Background: an optimization exercise with open tools, aiming at small area. Do not read the settings as production practice. For this run, only the layout was checked, not whether the RTL still works. No activity file was given, so power comes from the tool's default toggle rates.

==> flow/design.v <==
package EvtBuildPkg;
	localparam int WordW = 12;
	typedef logic [WordW-1:0] WordT;
	localparam int TagW = 36;
	typedef logic [31:0] EvtNumT;    
	localparam WordT MarkerA = 12'hF04;
	localparam WordT MarkerB = 12'h354;
	localparam logic [1:0] EvtNumFlag = 2'b10;
	localparam int MaxFragLen = 31;
	typedef logic [4:0] LenT;
endpackage
module FragBuf
#(
	parameter int FragDepth = 64    
) (
	input  logic Clock,
	input  logic rst,
	input  EvtBuildPkg::WordT WordIn,       
	input  logic WordValid,    
	input  logic WordLast,     
	input  logic Pop,          
	output EvtBuildPkg::WordT HeadWord,     
	output EvtBuildPkg::LenT  HeadLen,      
	output logic Ready,        
	output logic NoRoom        
);
	localparam int AddrW = (FragDepth > 1) ? $clog2(FragDepth) : 1;
	EvtBuildPkg::WordT Mem [FragDepth];    
	EvtBuildPkg::LenT LenMem [FragDepth];    
	logic [AddrW-1:0] WrPtr, RdPtr;
	logic [AddrW:0] Count;    
	logic [AddrW-1:0] LenWr, LenRd;
	logic [AddrW:0] LenCnt;    
	EvtBuildPkg::LenT WrLen;    
	EvtBuildPkg::LenT RdCnt;    
	EvtBuildPkg::LenT FragLen;
	logic Full, Wr, Rd, Push, Retire;
	function automatic logic [AddrW-1:0] NextPtr(input logic [AddrW-1:0] Ptr);
		NextPtr = (Ptr == (FragDepth - 1)) ? {AddrW{1'b0}} : Ptr + 1'b1;
	endfunction
	assign Full = (Count == FragDepth);
	assign Wr = WordValid && !Full;    
	assign Rd = Pop && Ready;
	assign FragLen = WrLen + {4'b0, Wr};    
	assign Push = WordValid && WordLast && (FragLen != '0);
	assign Retire = Rd && ((RdCnt + 1'b1) == HeadLen);    
	assign HeadWord = Mem[RdPtr];
	assign HeadLen = LenMem[LenRd];
	assign Ready = (LenCnt != '0);
	assign NoRoom = (FragDepth - Count) < EvtBuildPkg::MaxFragLen;
	always_ff @(posedge Clock) begin
		if (Wr) begin
			Mem[WrPtr] <= WordIn;
		end
		if (Push) begin
			LenMem[LenWr] <= FragLen;
		end
	end
	always_ff @(posedge Clock) begin
		if (rst) begin
			WrPtr <= '0;
			RdPtr <= '0;
			Count <= '0;
		end else begin
			if (Wr) WrPtr <= NextPtr(WrPtr);
			if (Rd) RdPtr <= NextPtr(RdPtr);
			if (Wr && !Rd) begin
				Count <= Count + 1'b1;
			end else if (Rd && !Wr) begin
				Count <= Count - 1'b1;
			end
		end
	end
	always_ff @(posedge Clock) begin
		if (rst) begin
			WrLen <= '0;
		end else if (WordValid && WordLast) begin
			WrLen <= '0;    
		end else if (Wr) begin
			WrLen <= WrLen + 1'b1;
		end
	end
	always_ff @(posedge Clock) begin
		if (rst) begin
			LenWr <= '0;
			LenRd <= '0;
			LenCnt <= '0;
			RdCnt <= '0;
		end else begin
			if (Push) LenWr <= NextPtr(LenWr);
			if (Retire) LenRd <= NextPtr(LenRd);
			if (Push && !Retire) begin
				LenCnt <= LenCnt + 1'b1;
			end else if (Retire && !Push) begin
				LenCnt <= LenCnt - 1'b1;
			end
			if (Retire) begin
				RdCnt <= '0;    
			end else if (Rd) begin
				RdCnt <= RdCnt + 1'b1;
			end
		end
	end
endmodule
module EventSequencer
#(
	parameter int NumChan = 4
) (
	input  logic Clock,
	input  logic rst,
	input  logic [NumChan-1:0] Ready,      
	input  EvtBuildPkg::WordT [NumChan-1:0] HeadWord,   
	input  EvtBuildPkg::LenT  [NumChan-1:0] HeadLen,    
	input  logic [NumChan-1:0] Mask,       
	input  logic TagOut,                   
	input  EvtBuildPkg::WordT DeltaT,                   
	input  logic [EvtBuildPkg::TagW-1:0] TimeTag,       
	input  logic EthHold,                  
	output logic [NumChan-1:0] Pop,        
	output EvtBuildPkg::WordT DataOut,                  
	output logic Strobe,
	output logic EvStart,                  
	output EvtBuildPkg::EvtNumT NEvent                  
);
	localparam int ChanW = (NumChan > 1) ? $clog2(NumChan) : 1;
	typedef enum logic [13:0] {
		Wait     = 14'h0001,
		Start    = 14'h0002,
		MarkA    = 14'h0004,
		MarkB    = 14'h0008,
		Tag1     = 14'h0010,
		Tag2     = 14'h0020,
		Tag3     = 14'h0040,
		DelT     = 14'h0080,
		Num1     = 14'h0100,
		Num2     = 14'h0200,
		ChanHdr  = 14'h0400,
		ChanData = 14'h0800,
		Pad      = 14'h1000,
		Done     = 14'h2000
	} StateT;
	StateT State, NextState;
	logic [ChanW-1:0] Chan, NextChan;    
	EvtBuildPkg::LenT WordCnt, NextCnt;    
	EvtBuildPkg::WordT NextWord;
	logic NextStrobe;
	logic Odd;    
	logic [EvtBuildPkg::TagW-1:0] TagReg;
	EvtBuildPkg::WordT DelTReg;
	logic TagOutReg;
	logic StartOk, LastChan;
	logic [ChanW-1:0] HdrChan;    
	EvtBuildPkg::LenT HdrLen;
	EvtBuildPkg::WordT HdrWord;
	assign StartOk = (&(Ready | ~Mask)) && !EthHold;
	assign LastChan = (Chan == (NumChan - 1));
	always_comb begin
		if (State == Num2) begin
			HdrChan = '0;
		end else if (LastChan) begin
			HdrChan = Chan;    
		end else begin
			HdrChan = Chan + 1'b1;
		end
	end
	assign HdrLen = Mask[HdrChan] ? HeadLen[HdrChan] : '0;    
	assign HdrWord = {{{(4-ChanW){1'b0}}, HdrChan}, NEvent[2:0], HdrLen};
	assign EvStart = (State == Start);
	always_comb begin
		NextState = State;
		NextChan = Chan;
		NextCnt = WordCnt;
		NextWord = '0;
		NextStrobe = 1'b0;
		Pop = '0;
		case (State)
			Wait: begin
				if (StartOk) NextState = Start;
			end
			Start: begin
				NextState = MarkA;
				NextWord = EvtBuildPkg::MarkerA;
				NextStrobe = 1'b1;
			end
			MarkA: begin
				NextState = MarkB;
				NextWord = EvtBuildPkg::MarkerB;
				NextStrobe = 1'b1;
			end
			MarkB: begin
				NextStrobe = 1'b1;
				if (TagOutReg) begin
					NextState = Tag1;
					NextWord = TagReg[EvtBuildPkg::TagW-1 -: EvtBuildPkg::WordW];    
				end else begin
					NextState = DelT;
					NextWord = DelTReg;
				end
			end
			Tag1: begin
				NextState = Tag2;
				NextWord = TagReg[2*EvtBuildPkg::WordW-1 -: EvtBuildPkg::WordW];
				NextStrobe = 1'b1;
			end
			Tag2: begin
				NextState = Tag3;
				NextWord = TagReg[EvtBuildPkg::WordW-1:0];
				NextStrobe = 1'b1;
			end
			Tag3: begin
				NextState = DelT;
				NextWord = DelTReg;
				NextStrobe = 1'b1;
			end
			DelT: begin
				NextState = Num1;
				NextWord = {EvtBuildPkg::EvtNumFlag, NEvent[21:12]};
				NextStrobe = 1'b1;
			end
			Num1: begin
				NextState = Num2;
				NextWord = NEvent[11:0];
				NextStrobe = 1'b1;
			end
			Num2: begin
				NextState = ChanHdr;
				NextChan = HdrChan;
				NextCnt = HdrLen;
				NextWord = HdrWord;
				NextStrobe = 1'b1;
			end
			ChanHdr, ChanData: begin
				if (WordCnt != '0) begin
					NextState = ChanData;
					NextWord = HeadWord[Chan];
					NextCnt = WordCnt - 1'b1;
					NextStrobe = 1'b1;
					Pop[Chan] = 1'b1;
				end else if (!LastChan) begin
					NextState = ChanHdr;
					NextChan = HdrChan;
					NextCnt = HdrLen;
					NextWord = HdrWord;
					NextStrobe = 1'b1;
				end else if (Odd) begin
					NextState = Pad;    
					NextStrobe = 1'b1;
				end else begin
					NextState = Done;
				end
			end
			Pad: begin
				NextState = Done;
			end
			Done: begin
				NextState = Wait;
			end
			default: begin
				NextState = Wait;
			end
		endcase
	end
	always_ff @(posedge Clock) begin
		if (rst) begin
			State <= Wait;
			Chan <= '0;
			WordCnt <= '0;
			Odd <= 1'b0;
			Strobe <= 1'b0;
		end else begin
			State <= NextState;
			Chan <= NextChan;
			WordCnt <= NextCnt;
			Strobe <= NextStrobe;
			if (State == Wait) begin
				Odd <= 1'b0;    
			end else if (NextStrobe) begin
				Odd <= ~Odd;
			end
		end
	end
	always_ff @(posedge Clock) begin
		DataOut <= NextWord;
	end
	always_ff @(posedge Clock) begin
		if (State == Start) begin
			TagReg <= TimeTag;
			DelTReg <= DeltaT;
		end
	end
	always_ff @(posedge Clock) begin
		if (rst) begin
			TagOutReg <= 1'b0;
			NEvent <= '0;
		end else begin
			if (State == Start) TagOutReg <= TagOut;
			if (NextState == Done) NEvent <= NEvent + 1'b1;    
		end
	end
endmodule
module EvtBuild
#(
	parameter int NumChan = 4,      
	parameter int FragDepth = 64    
) (
	input  logic Clock,
	input  logic rst,
	input  logic [NumChan*EvtBuildPkg::WordW-1:0] WordIn,    
	input  logic [NumChan-1:0] WordValid,
	input  logic [NumChan-1:0] WordLast,    
	input  logic [NumChan-1:0] Mask,        
	input  logic TagOut,                    
	input  EvtBuildPkg::WordT DeltaT,
	input  logic [EvtBuildPkg::TagW-1:0] TimeTag,
	input  logic EthHold,                   
	output EvtBuildPkg::WordT DataOut,                   
	output logic Strobe,                    
	output logic EvStart,
	output logic [NumChan-1:0] BufRdy,      
	output logic HoldSnd,                   
	output EvtBuildPkg::EvtNumT NEvent
);
	logic [NumChan-1:0] Ready;
	logic [NumChan-1:0] NoRoom;
	logic [NumChan-1:0] Pop;
	EvtBuildPkg::WordT [NumChan-1:0] HeadWord;
	EvtBuildPkg::LenT  [NumChan-1:0] HeadLen;
	for (genvar i = 0; i < NumChan; i++) begin : gChan
		FragBuf #(
			.FragDepth(FragDepth)
		) uBuf (
			.Clock(Clock),
			.rst(rst),
			.WordIn(WordIn[i*EvtBuildPkg::WordW +: EvtBuildPkg::WordW]),
			.WordValid(WordValid[i]),
			.WordLast(WordLast[i]),
			.Pop(Pop[i]),
			.HeadWord(HeadWord[i]),
			.HeadLen(HeadLen[i]),
			.Ready(Ready[i]),
			.NoRoom(NoRoom[i])
		);
	end
	EventSequencer #(
		.NumChan(NumChan)
	) uSeq (
		.Clock(Clock),
		.rst(rst),
		.Ready(Ready),
		.HeadWord(HeadWord),
		.HeadLen(HeadLen),
		.Mask(Mask),
		.TagOut(TagOut),
		.DeltaT(DeltaT),
		.TimeTag(TimeTag),
		.EthHold(EthHold),
		.Pop(Pop),
		.DataOut(DataOut),
		.Strobe(Strobe),
		.EvStart(EvStart),
		.NEvent(NEvent)
	);
	assign BufRdy = Ready;
	assign HoldSnd = |(NoRoom & Mask);    
endmodule
==> flow/run.sh <==
#!/bin/bash
# synth_recipe.tcl (not shown) runs the flow's synth.tcl, then flattens the netlist and writes it again
# the make line also repeats each setting of config.mk as NAME=value (left out here)
make -C /OpenROAD-flow-scripts/flow DESIGN_CONFIG=/design/flow/config.mk WORK_HOME=/design/flow/orfs CLKGATE_MAP_FILE= SYNTH_SCRIPT=/design/flow/synth_recipe.tcl finish
==> flow/config.mk <==
export PLATFORM = sky130hd
export DESIGN_NAME = EvtBuild
export DESIGN_NICKNAME = EvtBuild
export VERILOG_FILES = /design/flow/design.v
export SDC_FILE = /design/flow/constraint.sdc
export NUM_CORES = 4
export LEC_CHECK = 0
export CAP_MARGIN = 20
export CORE_MARGIN = 2
export CORE_UTILIZATION = 40
export SLEW_MARGIN = 20
==> flow/constraint.sdc <==
create_clock -name core_clock -period 10.0 [get_ports {Clock}]
set_input_delay 2.0000 -clock core_clock [delete_from_list [all_inputs] [get_ports {Clock}]]
set_output_delay 2.0000 -clock core_clock [all_outputs]
set_load 0.01 [all_outputs]
==> flow_summary_export.csv <==
group,metric,value,unit
floorplanning,initial_utilization,0.402,
timing,setup_tns,0,ns
outcome,outcome,"no timing/DRC/antenna violations",
logic_synthesis,synthAdderAreaFrac,0.00655,
clock_tree,clockBufferDepth,4,
layout,area_delta_synth_final,13.6,%
timing,worstMarginPinSlew,1.07,ns
timing,post-route-min-period,6.45,ns
pwr,p_sw,8.64,mW
pwr,power_density,195,nW/µm²
logic_synthesis,yosys.area_share.simple,0.0360,
global_routing,grt_pass1_vias,90494,
setup_path,end_kind,"flip-flop",
placed_design,gp_congestion,0.849,
logic_synthesis,synth_area,185000,µm²
clock_tree,cts_max_level,5,
floorplanning,io_pins,163,
timing,maxSlewViolCount,0,
logic_synthesis,muxShareOfSynthArea,0.172,
logic_synthesis,yosysWarnings,2,
global_routing,grt.total_usage,0.184,
clock_tree,cts_setup_buffers,0,
timing,post-route-period-util,0.645,
logic_synthesis,synthCells,8878,
worst_hold_path,hold_path.class,"flip-flop to flip-flop",
pwr,p_int,32.2,mW
flow_run,max_cap_violations,0,
pwr,vdd_drop_max,0.167,mV
global_routing,antenna_found_initial,31,
logic_synthesis,seq_area_frac_synth,0.748,
logic_synthesis,synthXorXnorAreaFrac,0.00941,
clock_tree,clk_pin_slew,0.06,ns
layout,instances_no_fill,15900,
setup_path,crit_arrival,7.37,ns
floorplanning,coreArea,460000,µm²
drt,drt-initial-drc-count,9426,
clock_tree,tritoncts,"built",
setup_path,worstPathRequired,10.92,ns
drt,wirelength,439000,µm
layout,fill_cells,37948,
pwr,leakagePower,63.6,nW
logic_synthesis,synth-main-ff-cell,"edfxtp_1",
timing,skew,0.0745,ns
layout,final_common_cell,"edfxtp_1",
layout,nNetsFinal,9504,
logic_synthesis,async_flop_share,0,
drt,dr.pass1.iters,6,
setup_path,setup.worst_path.class,"primary input to flip-flop",
global_routing,overflow,0,
clock_tree,numCtsBuffers,464,
clock_tree,ctsResizeCount,0,
timing,fmax,155,MHz
logic_synthesis,synth_top_area_frac,0.715,
floorplanning,dieHeight,684,µm
floorplanning,design.die.area,468000,µm²
global_routing,grt_first_pass_wirelength,640000,µm
logic_synthesis,synth_top_area_cell,"edfxtp_1",
drt,vias,88978,
logic_synthesis,synth_cell_types,90,
pwr,pwr-share-comb,0.037,
logic_synthesis,ys_ff_latch,4708,
logic_synthesis,syn_avg_cell_area,20.8,µm²
setup_path,cp_max_fo,65,
setup_path,crit_path_start_kind,"primary input",
clock_tree,clock_latency,1.01,ns
drt,wl_per_cell,27.6,µm
timing,rsz0062_at_grt,"no",
global_routing,grt_max_degree,106,
pwr,seq_power_share,0.534,
placed_design,io_buffers,162,
logic_synthesis,synth.area.top_cells,"edfxtp_1 71%, mux4_2 16%, dfxtp_1 3.3%, nor2_1 1.7%, mux2i_1 0.62%",
logic_synthesis,synth_compound_area_frac,0.0155,
timing,setup_violations,0,
logic_synthesis,synth_top_family_by_area,"multiplexers",
logic_synthesis,syn_nets,9082,
placed_design,dp_cells,14982,
pwr,switching_share,0.211,
timing,max-slew-margin-rel,0.285,
timing,hold_viol_final,0,
layout,layout-drive-gt1-share,0.265,
drt,remaining_drc_errors,0,
floorplanning,row_count,249,
layout,mostFrequentLayoutCells,"4400 x edfxtp_1, 1354 x mux4_2, 729 x nor2_1",
logic_synthesis,synth-edff-count,4400,
floorplanning,die_w,684,µm
clock_tree,cts_root_buffer,"clkbuf_16",
drt,vias_per_cell,5.60,
pwr,pwr-share-clk,0.429,
drt,ant_nets,0,
clock_tree,hold_buffers,0,
placed_design,dp_hpwl,274000,µm
clock_tree,cts_sinks,4708,
## stage by stage
stage,hold WS [ns],power [mW],setup slack [ns],instance area [µm²],utilization
4_1_cts,0.478,41.2,3.55,210000,0.456
5_1_grt,0.486,42.1,3.13,210000,0.456
3_5_place_dp,0.467,23.8,2.48,194000,0.423
3_3_place_gp,0.458,23.7,2.50,194000,0.422
6_report,0.478,40.9,3.55,210000,0.456
2_1_floorplan,0.447,23.0,2.46,185000,-
## sequential cells by signal, indices dropped and copies added, names as in the netlist, named ones only
signal / count
uSeq.WordCnt: 5
uSeq.Odd: 1
uSeq.DelTReg: 12
uSeq.Strobe: 1
gChan.uBuf.RdCnt: 20
gChan.uBuf.Mem: 3072
gChan.uBuf.RdPtr: 24
uSeq.TagReg: 36
gChan.uBuf.Count: 28
gChan.uBuf.LenMem: 1280
uSeq.Chan: 2
uSeq.NEvent: 32
gChan.uBuf.WrPtr: 24
gChan.uBuf.LenCnt: 28
gChan.uBuf.WrLen: 20
uSeq.TagOutReg: 1
gChan.uBuf.LenRd: 24
gChan.uBuf.LenWr: 24
uSeq.State: 14
uSeq.DataOut: 12
## per-layer routing
metal	global-route usage	wire [µm]	part of all wire	vias up
met4	0.0584	13700	0.031	6
met1	0.258	183000	0.42	47523
met3	0.0280	28700	0.065	610
met2	0.299	214000	0.49	3272
met5	0	34	0.000077	-
li1	-	-	-	37567
## logic make-up (layout without fill, tap and decap cells)
logic type	count (synthesis)	after routing
simple gates	1461	1461
flops	4708	4708
xor+xnor	197	197
mux	1478	1478
fa+ha+maj	92	92
compound gates	419	419
buf+inv	523	1344
other cells	0	52
## layout make-up
cell class,count,area [µm²],area share
antenna,52,130,0.000620
clock buffer,569,12300,0.0585
clock inverter,296,3010,0.0144
inverter,56,210,0.00100
multi-input combinational,3647,44700,0.213
sequential,4708,138000,0.659
tap,6149,7690,0.0366
timing repair buffer,423,3550,0.0169
## critical path, cell delays in order
cell,delay (ns)
clkdlybuf4s50_1,0.51
and2_1,0.83
ha_2,0.36
ha_2,0.24
nand3_1,0.13
xnor2_2,0.15
buf_4,0.59
o311a_1,0.47
ha_1,0.25
inv_1,0.15
fa_1,0.45
a21o_1,0.18
a21oi_1,0.22
o21bai_1,0.09
a21oi_1,0.20
xnor2_1,0.10
or3_1,0.30
a21oi_1,0.15
## cells in the mapped netlist, drive strengths merged, types with 44 or more instances
library cell and n:
nor2b 44, edfxtp 4400, ha 84, clkbuf 252, nand2 164, mux2i 116, xor2 104, a21oi 132
nand3b 45, nor2 841, inv 54, mux4 1357, xnor2 92, dfxtp 308, buf 215, nand3 117
a22oi 66
## power by group through the flow
stage | sequential, mW | clock (mW) | combinational [mW]
detailed placement | 22.3 | 0 | 1.53
CTS | 21.8 | 17.8 | 1.53
finish | 21.8 | 17.5 | 1.52
floorplan | 22.2 | 0 | 0.768
global placement | 22.2 | 0 | 1.47
global route | 21.8 | 18.6 | 1.64
## path summary, 6_finish.rpt
| path | startpoint | end | slack (ns) | depth (start not counted) |
|---|---|---|---|---|
| max | WordValid[0] | gChan[0].uBuf.LenCnt[6]$_SDFFE_PP0P_ | 3.55 | 18 |
| min | gChan[1].uBuf.RdCnt[1]$_SDFFE_PP0P_ | gChan[1].uBuf.RdCnt[1]$_SDFFE_PP0P_ | 0.48 | 2 |
| max reg2reg | flip-flop | gChan[2].uBuf.LenCnt[6]$_SDFFE_PP0P_ | 3.62 | 20 |
| min reg2reg | gChan[1].uBuf.RdCnt[1]$_SDFFE_PP0P_ | gChan[1].uBuf.RdCnt[1]$_SDFFE_PP0P_ | 0.48 | 2 |

==> static timing again, ports no longer ideal <==
The flow's constraints put no driver on any port. The routed layout listed below was extracted and timed again, unchanged, in two steps.
Step 1: set_driving_cell puts a clkbuf_16 on Clock and a buf_2 on each other input, an assumption about the parent block.
Step 2 moves the port delays by t, midway between the first and last clock arrival at a register: inputs arrive t later, outputs are due t later. That takes back most of the time a late clock gives input paths.
Slacks: no drivers / after step 1 / after step 2; pairs: no drivers / after step 1.
t (ns): 1.079
slack for setup (ns): 3.554 / 3.444 / 2.364
hold WS [ns]: 0.478 / 0.478 / 0.478
worst setup path at the end: input to register
worst slew at a driven data input, ns: 0.22
After both steps setup and hold are still met in this run. For this run, drivers alone change the setup slack by -0.110 ns; drivers and shift together by -1.190 ns.
